What follows belongs to an exercise in optimizing a design on an open flow for small area, a short achievable clock period and few clock cycles per item; a production flow would make more cautious choices. The RTL was checked by simulation tests, not by an equivalence proof against the original design. No activity file was given, so power comes from the tool's default toggle rates.

Design relu_backward_unit, start of the top module:
module relu_backward_unit #(
   parameter int Row_Limit = 10,
   parameter int Lanes     = 10
) (
   input  logic                             clk,
   input  logic                             rst,
   input  logic                             fwd_valid,
   output logic                             fwd_ready,
   input  logic [5*Row_Limit*Row_Limit-1:0] fwd_matrix,
   input  logic                             grad_valid,
   output logic                             grad_ready,
   input  logic [5*Row_Limit*Row_Limit-1:0] grad_matrix,
   output logic                             out_valid,
   input  logic                             out_ready,
   output logic [5*Row_Limit*Row_Limit-1:0] out_matrix,
   output logic                             mask_valid,
   output logic                             busy
);
   localparam int NN = Row_Limit * Row_Limit;
   logic [NN-1:0]   mask_n_q, mask_n_d, sel;
   logic            mask_valid_q;
   logic [5*NN-1:0] out_q, out_d;
   logic            out_valid_q;
   logic            hold, fwd_valid_n, grad_hs;
   logic            mask_valid_d, out_valid_d;
   logic            accept_free_q, accept_if_q;
   assign hold    = out_valid_q && !out_ready;
   assign fwd_valid_n = !fwd_valid;
   assign grad_hs = grad_valid && !fwd_valid &&
                    (accept_free_q || (accept_if_q && out_ready));
   for (genvar i = 0; i < NN; i++) begin : g_elem
      relu_mask_next_n u_mask (
         .load   (fwd_valid),
         .load_n (fwd_valid_n),
         .fwd    ({fwd_matrix[4*NN+i], fwd_matrix[3*NN+i], fwd_matrix[2*NN+i],
                   fwd_matrix[NN+i], fwd_matrix[i]}),
  ...
Size in the first run: roughly 1400 cells after synthesis, roughly 1500 I/O pins, roughly 19000 um2 of cells after synthesis.
==> module relu_mask_next_n, before the edit <==
module relu_mask_next_n (
   input  logic       load,
   input  logic       load_n,
   input  logic [4:0] fwd,
   input  logic       q_n,
   output logic       d_n
);
   logic nomag;
   assign nomag = !(fwd[3] || fwd[2] || fwd[1] || fwd[0]);
   assign d_n   = (load_n | fwd[4] | nomag) & (load | q_n);
endmodule
==> module relu_sel, before the edit <==
module relu_sel (
   input  logic hold,
   input  logic mask_n,
   output logic sel
);
   assign sel = !(hold | mask_n);
endmodule
==> module relu_ready, before the edit <==
module relu_ready (
   input  logic fwd_valid,
   input  logic free,
   input  logic cond,
   input  logic out_ready,
   output logic ready
);
   assign ready = !fwd_valid && (free || (cond && out_ready));
endmodule
==> module relu_backward_unit, before the edit <==
module relu_backward_unit #(
   parameter int Row_Limit = 10,
   parameter int Lanes     = 10
) (
   input  logic                             clk,
   input  logic                             rst,
   input  logic                             fwd_valid,
   output logic                             fwd_ready,
   input  logic [5*Row_Limit*Row_Limit-1:0] fwd_matrix,
   input  logic                             grad_valid,
   output logic                             grad_ready,
   input  logic [5*Row_Limit*Row_Limit-1:0] grad_matrix,
   output logic                             out_valid,
   input  logic                             out_ready,
   output logic [5*Row_Limit*Row_Limit-1:0] out_matrix,
   output logic                             mask_valid,
   output logic                             busy
);
   localparam int NN = Row_Limit * Row_Limit;
   logic [NN-1:0]   mask_n_q, mask_n_d, sel;
   logic            mask_valid_q;
   logic [5*NN-1:0] out_q, out_d;
   logic            out_valid_q;
   logic            hold, fwd_valid_n, grad_hs;
   logic            mask_valid_d, out_valid_d;
   logic            accept_free_q, accept_if_q;
   assign hold    = out_valid_q && !out_ready;
   assign fwd_valid_n = !fwd_valid;
   assign grad_hs = grad_valid && !fwd_valid &&
                    (accept_free_q || (accept_if_q && out_ready));
   for (genvar i = 0; i < NN; i++) begin : g_elem
      relu_mask_next_n u_mask (
         .load   (fwd_valid),
         .load_n (fwd_valid_n),
         .fwd    ({fwd_matrix[4*NN+i], fwd_matrix[3*NN+i], fwd_matrix[2*NN+i],
                   fwd_matrix[NN+i], fwd_matrix[i]}),
         .q_n    (mask_n_q[i]),
         .d_n    (mask_n_d[i])
      );
      relu_sel u_sel (
         .hold   (hold),
         .mask_n (mask_n_q[i]),
         .sel    (sel[i])
      );
      for (genvar k = 0; k < 5; k++) begin : g_bit
         relu_out_bit u_bit (
            .hold (hold),
            .q    (out_q[k*NN+i]),
            .sel  (sel[i]),
            .grad (grad_matrix[k*NN+i]),
            .d    (out_d[k*NN+i])
         );
      end
   end
   always_ff @(posedge clk) begin
      mask_n_q <= mask_n_d;
      out_q  <= out_d;
   end
   always_ff @(posedge clk or posedge rst) begin
      if (rst) begin
         mask_valid_q  <= 1'b0;
         out_valid_q   <= 1'b0;
         accept_free_q <= 1'b0;
         accept_if_q   <= 1'b0;
      end else begin
         mask_valid_q  <= mask_valid_d;
         out_valid_q   <= out_valid_d;
         accept_free_q <= mask_valid_d && !out_valid_d;
         accept_if_q   <= mask_valid_d && out_valid_d;
      end
   end
   assign mask_valid_d = mask_valid_q || fwd_valid;
   assign out_valid_d  = hold || grad_hs;
   relu_ready u_ready (
      .fwd_valid (fwd_valid),
      .free      (accept_free_q),
      .cond      (accept_if_q),
      .out_ready (out_ready),
      .ready     (grad_ready)
   );
   assign fwd_ready    = 1'b1;
   assign busy         = out_valid_q;
   assign out_valid    = out_valid_q;
   assign out_matrix   = out_q;
   assign mask_valid   = mask_valid_q;
endmodule
clock: 5.0 ns
lec_check: 0
cap_margin: 20
core_area: 2 2 758 62
die_area: 0 0 760 64
setup_slack_margin: 2.7
slew_margin: 20
synth_hierarchical: 1
standard.sh (not shown) runs the stock make flow with config.mk's settings and CLKGATE_MAP_FILE= SYNTH_SCRIPT=/design/flow/synth_recipe.tcl, a recipe that flattens the netlist after the stock synthesis.
==> flow/flow/run.sh <==
#!/bin/bash
# Standard layout, with the port buffers inserted as the smallest plain buffer
# instead of the delay buffer buffer_ports picks by default.
set -euo pipefail
export BUFFER_PORTS_ARGS="-buffer_cell sky130_fd_sc_hd__buf_1"
bash standard.sh > standard_flow.log 2>&1
Testbench counts at the start, summed over its fixed seeds: cycles 1,095, grads 767.
Then changed:
==> flow/design.v (replaced) <==
module relu_pos (
   input  logic [4:0] fwd,
   output logic       pos
);
   assign pos = !(fwd[4] || !(fwd[3] || fwd[2] || fwd[1] || fwd[0]));
endmodule
module relu_mask_next (
   input  logic load,
   input  logic load_n,
   input  logic pos,
   input  logic q,
   output logic d
);
   assign d = (load & pos) | (load_n & q);
endmodule
module relu_sel (
   input  logic hold_n,
   input  logic mask,
   output logic sel
);
   assign sel = hold_n & mask;
endmodule
module relu_out_bit (
   input  logic hold,
   input  logic q,
   input  logic sel,
   input  logic grad,
   output logic d
);
   assign d = (hold & q) | (sel & grad);
endmodule
module relu_ready (
   input  logic free,
   input  logic cond,
   input  logic out_ready,
   output logic ready
);
   assign ready = free | (cond & out_ready);
endmodule
module relu_backward_unit #(
   parameter int Row_Limit = 10,
   parameter int Lanes     = 10
) (
   input  logic                             clk,
   input  logic                             rst,
   input  logic                             fwd_valid,
   output logic                             fwd_ready,
   input  logic [5*Row_Limit*Row_Limit-1:0] fwd_matrix,
   input  logic                             grad_valid,
   output logic                             grad_ready,
   input  logic [5*Row_Limit*Row_Limit-1:0] grad_matrix,
   output logic                             out_valid,
   input  logic                             out_ready,
   output logic [5*Row_Limit*Row_Limit-1:0] out_matrix,
   output logic                             mask_valid,
   output logic                             busy
);
   localparam int NN = Row_Limit * Row_Limit;
   logic [NN-1:0]   mask_q, mask_d, sel;
   logic            mask_valid_q;
   logic [5*NN-1:0] out_q, out_d;
   logic            out_valid_q;
   logic            hold, hold_n, fwd_valid_n, grad_hs;
   logic            mask_valid_d, out_valid_d;
   logic            accept_free_q, accept_if_q;
   assign hold    = out_valid_q && !out_ready;
   assign hold_n  = !hold;
   assign fwd_valid_n = !fwd_valid;
   assign grad_hs = grad_valid && (accept_free_q || (accept_if_q && out_ready));
   for (genvar i = 0; i < NN; i++) begin : g_elem
      logic pos;
      relu_pos u_pos (
         .fwd ({fwd_matrix[4*NN+i], fwd_matrix[3*NN+i], fwd_matrix[2*NN+i],
                fwd_matrix[NN+i], fwd_matrix[i]}),
         .pos (pos)
      );
      relu_mask_next u_mask (
         .load   (fwd_valid),
         .load_n (fwd_valid_n),
         .pos    (pos),
         .q      (mask_q[i]),
         .d      (mask_d[i])
      );
      relu_sel u_sel (
         .hold_n (hold_n),
         .mask   (mask_d[i]),
         .sel    (sel[i])
      );
      for (genvar k = 0; k < 5; k++) begin : g_bit
         relu_out_bit u_bit (
            .hold (hold),
            .q    (out_q[k*NN+i]),
            .sel  (sel[i]),
            .grad (grad_matrix[k*NN+i]),
            .d    (out_d[k*NN+i])
         );
      end
   end
   always_ff @(posedge clk) begin
      mask_q <= mask_d;
      out_q  <= out_d;
   end
   always_ff @(posedge clk or posedge rst) begin
      if (rst) begin
         mask_valid_q  <= 1'b0;
         out_valid_q   <= 1'b0;
         accept_free_q <= 1'b0;
         accept_if_q   <= 1'b0;
      end else begin
         mask_valid_q  <= mask_valid_d;
         out_valid_q   <= out_valid_d;
         accept_free_q <= mask_valid_d && !out_valid_d;
         accept_if_q   <= mask_valid_d && out_valid_d;
      end
   end
   assign mask_valid_d = mask_valid_q || fwd_valid;
   assign out_valid_d  = hold || grad_hs;
   relu_ready u_ready (
      .free      (accept_free_q),
      .cond      (accept_if_q),
      .out_ready (out_ready),
      .ready     (grad_ready)
   );
   assign fwd_ready    = 1'b1;
   assign busy         = out_valid_q;
   assign out_valid    = out_valid_q;
   assign out_matrix   = out_q;
   assign mask_valid   = mask_valid_q;
endmodule
Result: Design area climbs by 0.71%; global-route usage barely changes; wire length drops by 0.61%; synthesized cell count climbs by 7.0%; combinational power rises by 13%; worst setup slack is worse by 0.019 ns; count of clock-buffer cells in the layout is higher by 1; via count rose by 2.1%; sequential power is higher by about 0.9%; clock power drops by 6.1%; hold slack is worse by 0.033 ns; first-iteration DRC count went up by 9.1%.
Testbench counts after the change, summed over its fixed seeds: cycles 1,095, grads 767.

========
run 1:
Another version of the RTL of relu_backward_unit (not shown whole).
Size in the first run: roughly 600 flip-flops, about 1500 I/O pins.
## relu_backward_unit
module relu_backward_unit #(
   parameter int Row_Limit = 10,
   parameter int Lanes     = 10
) (
   input  logic                             clk,
   input  logic                             rst,
   input  logic                             fwd_valid,
   output logic                             fwd_ready,
   input  logic [5*Row_Limit*Row_Limit-1:0] fwd_matrix,
   input  logic                             grad_valid,
   output logic                             grad_ready,
   input  logic [5*Row_Limit*Row_Limit-1:0] grad_matrix,
   output logic                             out_valid,
   input  logic                             out_ready,
   output logic [5*Row_Limit*Row_Limit-1:0] out_matrix,
   output logic                             mask_valid,
   output logic                             busy
);
   localparam int NN = Row_Limit * Row_Limit;
   logic [NN-1:0]   mask_n_q, mask_n_d, sel;
   logic            mask_valid_q;
   logic [5*NN-1:0] out_q, out_d;
   logic            out_valid_q;
   logic            hold, fwd_valid_n, grad_hs;
   logic            mask_valid_d, out_valid_d;
   logic            accept_free_q, accept_if_q;
   assign hold    = out_valid_q && !out_ready;
   assign fwd_valid_n = !fwd_valid;
   assign grad_hs = grad_valid && grad_ready;
   for (genvar i = 0; i < NN; i++) begin : g_elem
      relu_mask_next_n u_mask (
         .load   (fwd_valid),
         .load_n (fwd_valid_n),
         .fwd    ({fwd_matrix[4*NN+i], fwd_matrix[3*NN+i], fwd_matrix[2*NN+i],
                   fwd_matrix[NN+i], fwd_matrix[i]}),
         .q_n    (mask_n_q[i]),
         .d_n    (mask_n_d[i])
      );
      relu_sel u_sel (
         .hold   (hold),
  ...
==> module relu_backward_unit, before the edit <==
module relu_backward_unit #(
   parameter int Row_Limit = 10,
   parameter int Lanes     = 10
) (
   input  logic                             clk,
   input  logic                             rst,
   input  logic                             fwd_valid,
   output logic                             fwd_ready,
   input  logic [5*Row_Limit*Row_Limit-1:0] fwd_matrix,
   input  logic                             grad_valid,
   output logic                             grad_ready,
   input  logic [5*Row_Limit*Row_Limit-1:0] grad_matrix,
   output logic                             out_valid,
   input  logic                             out_ready,
   output logic [5*Row_Limit*Row_Limit-1:0] out_matrix,
   output logic                             mask_valid,
   output logic                             busy
);
   localparam int NN = Row_Limit * Row_Limit;
   logic [NN-1:0]   mask_n_q, mask_n_d, sel;
   logic            mask_valid_q;
   logic [5*NN-1:0] out_q, out_d;
   logic            out_valid_q;
   logic            hold, fwd_valid_n, grad_hs;
   logic            mask_valid_d, out_valid_d;
   logic            accept_free_q, accept_if_q;
   assign hold    = out_valid_q && !out_ready;
   assign fwd_valid_n = !fwd_valid;
   assign grad_hs = grad_valid && grad_ready;
   for (genvar i = 0; i < NN; i++) begin : g_elem
      relu_mask_next_n u_mask (
         .load   (fwd_valid),
         .load_n (fwd_valid_n),
         .fwd    ({fwd_matrix[4*NN+i], fwd_matrix[3*NN+i], fwd_matrix[2*NN+i],
                   fwd_matrix[NN+i], fwd_matrix[i]}),
         .q_n    (mask_n_q[i]),
         .d_n    (mask_n_d[i])
      );
      relu_sel u_sel (
         .hold   (hold),
         .mask_n (mask_n_d[i]),
         .sel    (sel[i])
      );
      for (genvar k = 0; k < 5; k++) begin : g_bit
         relu_out_bit u_bit (
            .hold (hold),
            .q    (out_q[k*NN+i]),
            .sel  (sel[i]),
            .grad (grad_matrix[k*NN+i]),
            .d    (out_d[k*NN+i])
         );
      end
   end
   always_ff @(posedge clk) begin
      mask_n_q <= mask_n_d;
      out_q  <= out_d;
   end
   always_ff @(posedge clk or posedge rst) begin
      if (rst) begin
         mask_valid_q  <= 1'b0;
         out_valid_q   <= 1'b0;
         accept_free_q <= 1'b0;
         accept_if_q   <= 1'b0;
      end else begin
         mask_valid_q  <= mask_valid_d;
         out_valid_q   <= out_valid_d;
         accept_free_q <= mask_valid_d && !out_valid_d;
         accept_if_q   <= mask_valid_d && out_valid_d;
      end
   end
   assign mask_valid_d = mask_valid_q || fwd_valid;
   assign out_valid_d  = hold || grad_hs;
   assign grad_ready   = accept_free_q || (accept_if_q && out_ready);
   assign fwd_ready    = 1'b1;
   assign busy         = out_valid_q;
   assign out_valid    = out_valid_q;
   assign out_matrix   = out_q;
   assign mask_valid   = mask_valid_q;
endmodule
==> flow/config.mk <==
export PLATFORM = sky130hd
export DESIGN_NAME = relu_backward_unit
export DESIGN_NICKNAME = relu_backward_unit
export VERILOG_FILES = /design/flow/design.v
export SDC_FILE = /design/flow/constraint.sdc
export NUM_CORES = 4
export LEC_CHECK = 0
export CAP_MARGIN = 20
export CORE_AREA = 2 2 758 62
export DIE_AREA = 0 0 760 64
export SETUP_SLACK_MARGIN = 2.7
export SLEW_MARGIN = 20
export SYNTH_HIERARCHICAL = 1
==> flow/constraint.sdc <==
create_clock -name core_clock -period 5.0 [get_ports {clk}]
set_input_delay 1.0000 -clock core_clock [delete_from_list [all_inputs] [get_ports {clk}]]
set_output_delay 1.0000 -clock core_clock [all_outputs]
set_load 0.01 [all_outputs]
Scripts as last shown in full above: flow/flow/run.sh
Testbench counts of run 1, summed over its fixed seeds: cycles 1,095, grads 767.
What run 2 does differently from run 1 at the input level:
--- a/flow/design.v
+++ b/flow/design.v
@@ -1,19 +1,23 @@
-module relu_mask_next_n (
-   input  logic       load,
-   input  logic       load_n,
+module relu_pos (
    input  logic [4:0] fwd,
-   input  logic       q_n,
-   output logic       d_n
+   output logic       pos
 );
-   logic nomag;
-   assign nomag = !(fwd[3] || fwd[2] || fwd[1] || fwd[0]);
-   assign d_n   = (load_n | fwd[4] | nomag) & (load | q_n);
+   assign pos = !(fwd[4] || !(fwd[3] || fwd[2] || fwd[1] || fwd[0]));
+endmodule
+module relu_mask_next (
+   input  logic load,
+   input  logic load_n,
+   input  logic pos,
+   input  logic q,
+   output logic d
+);
+   assign d = (load & pos) | (load_n & q);
 endmodule
 module relu_sel (
-   input  logic hold,
-   input  logic mask_n,
+   input  logic hold_n,
+   input  logic mask,
    output logic sel
 );
-   assign sel = !(hold | mask_n);
+   assign sel = hold_n & mask;
 endmodule
 module relu_out_bit (
@@ -45,26 +49,32 @@
 );
    localparam int NN = Row_Limit * Row_Limit;
-   logic [NN-1:0]   mask_n_q, mask_n_d, sel;
+   logic [NN-1:0]   mask_q, mask_d, sel;
    logic            mask_valid_q;
    logic [5*NN-1:0] out_q, out_d;
    logic            out_valid_q;
-   logic            hold, fwd_valid_n, grad_hs;
+   logic            hold, hold_n, fwd_valid_n, grad_hs;
    logic            mask_valid_d, out_valid_d;
    logic            accept_free_q, accept_if_q;
    assign hold    = out_valid_q && !out_ready;
+   assign hold_n  = !hold;
    assign fwd_valid_n = !fwd_valid;
    assign grad_hs = grad_valid && grad_ready;
    for (genvar i = 0; i < NN; i++) begin : g_elem
-      relu_mask_next_n u_mask (
+      logic pos;
+      relu_pos u_pos (
+         .fwd ({fwd_matrix[4*NN+i], fwd_matrix[3*NN+i], fwd_matrix[2*NN+i],
+                fwd_matrix[NN+i], fwd_matrix[i]}),
+         .pos (pos)
+      );
+      relu_mask_next u_mask (
          .load   (fwd_valid),
          .load_n (fwd_valid_n),
-         .fwd    ({fwd_matrix[4*NN+i], fwd_matrix[3*NN+i], fwd_matrix[2*NN+i],
-                   fwd_matrix[NN+i], fwd_matrix[i]}),
-         .q_n    (mask_n_q[i]),
-         .d_n    (mask_n_d[i])
+         .pos    (pos),
+         .q      (mask_q[i]),
+         .d      (mask_d[i])
       );
       relu_sel u_sel (
-         .hold   (hold),
-         .mask_n (mask_n_d[i]),
+         .hold_n (hold_n),
+         .mask   (mask_d[i]),
          .sel    (sel[i])
       );
@@ -80,5 +90,5 @@
    end
    always_ff @(posedge clk) begin
-      mask_n_q <= mask_n_d;
+      mask_q <= mask_d;
       out_q  <= out_d;
    end
==> comparison <==
Post-synthesis compound-gate area fraction in run 2 is 1.9 points below run 1. Summary of run 2 over run 1: sequential fraction of design power lost 0.2 points, total power did not really move, wire length of the first global-routing pass shows no meaningful change. Compared with run 1, run 2 shows a half-perimeter wire length after detailed placement that is about 1% lower. Relative to run 1, cell depth of the worst setup path decreased by 4 in run 2. Relative to run 1, data required time of the worst path has decreased by 1.55 ns in run 2. Relative to run 1, run 2 degrades worst hold slack. For iteration-0 DRC count of the detailed router, dividing the value from run 2 by the value from run 1 gives 1.19. For synthesized cell count, dividing the value from run 1 by the value from run 2 gives 0.934. The part of the cycle the worst path needs reported for run 2 is smaller than that of run 1 by 1.4 points. Routed wire length: run 2 vs run 1, no meaningful difference. Run 2 -> run 1: number of buffers added by the clock tree synthesis step delta 0, exact match.
Testbench counts of run 2, summed over its fixed seeds: cycles 1,095, grads 767.

==> separate check: timing with driven ports <==
How much do the figures lean on ideal ports? The routed layouts below were timed once more, with nothing changed but the port constraints.
Step 1: set_driving_cell puts a clkbuf_16 on clk and a buf_2 on each other input, an assumption about the parent block.
Step 2 adds t to the input delays and takes it off the output delays; t is the mean of the earliest and latest rising clock arrival at the registers after step 1. Input paths then give back, and output paths get back, about the clock's delay inside the block.
Three values: ideal, step 1, step 2; two values: the first two.
run	shift t [ns]	slack for setup (ns)	clock arrival spread, ns
the first run of note 1	0.709	2.597 / 2.549 / 1.960	0.033 / 0.032
the second run of note 1	0.718	2.578 / 2.488 / 2.050	0.032 / 0.032
run 1	0.700	2.538 / 2.574 / 1.903	0.033 / 0.034
run 2	0.697	2.606 / 2.556 / 2.081	0.029 / 0.028
After both steps every run listed still meets setup and hold. The setup slack of the first run of note 1, which loses most, moves by -0.048 ns with the drivers and by -0.637 ns with both steps.
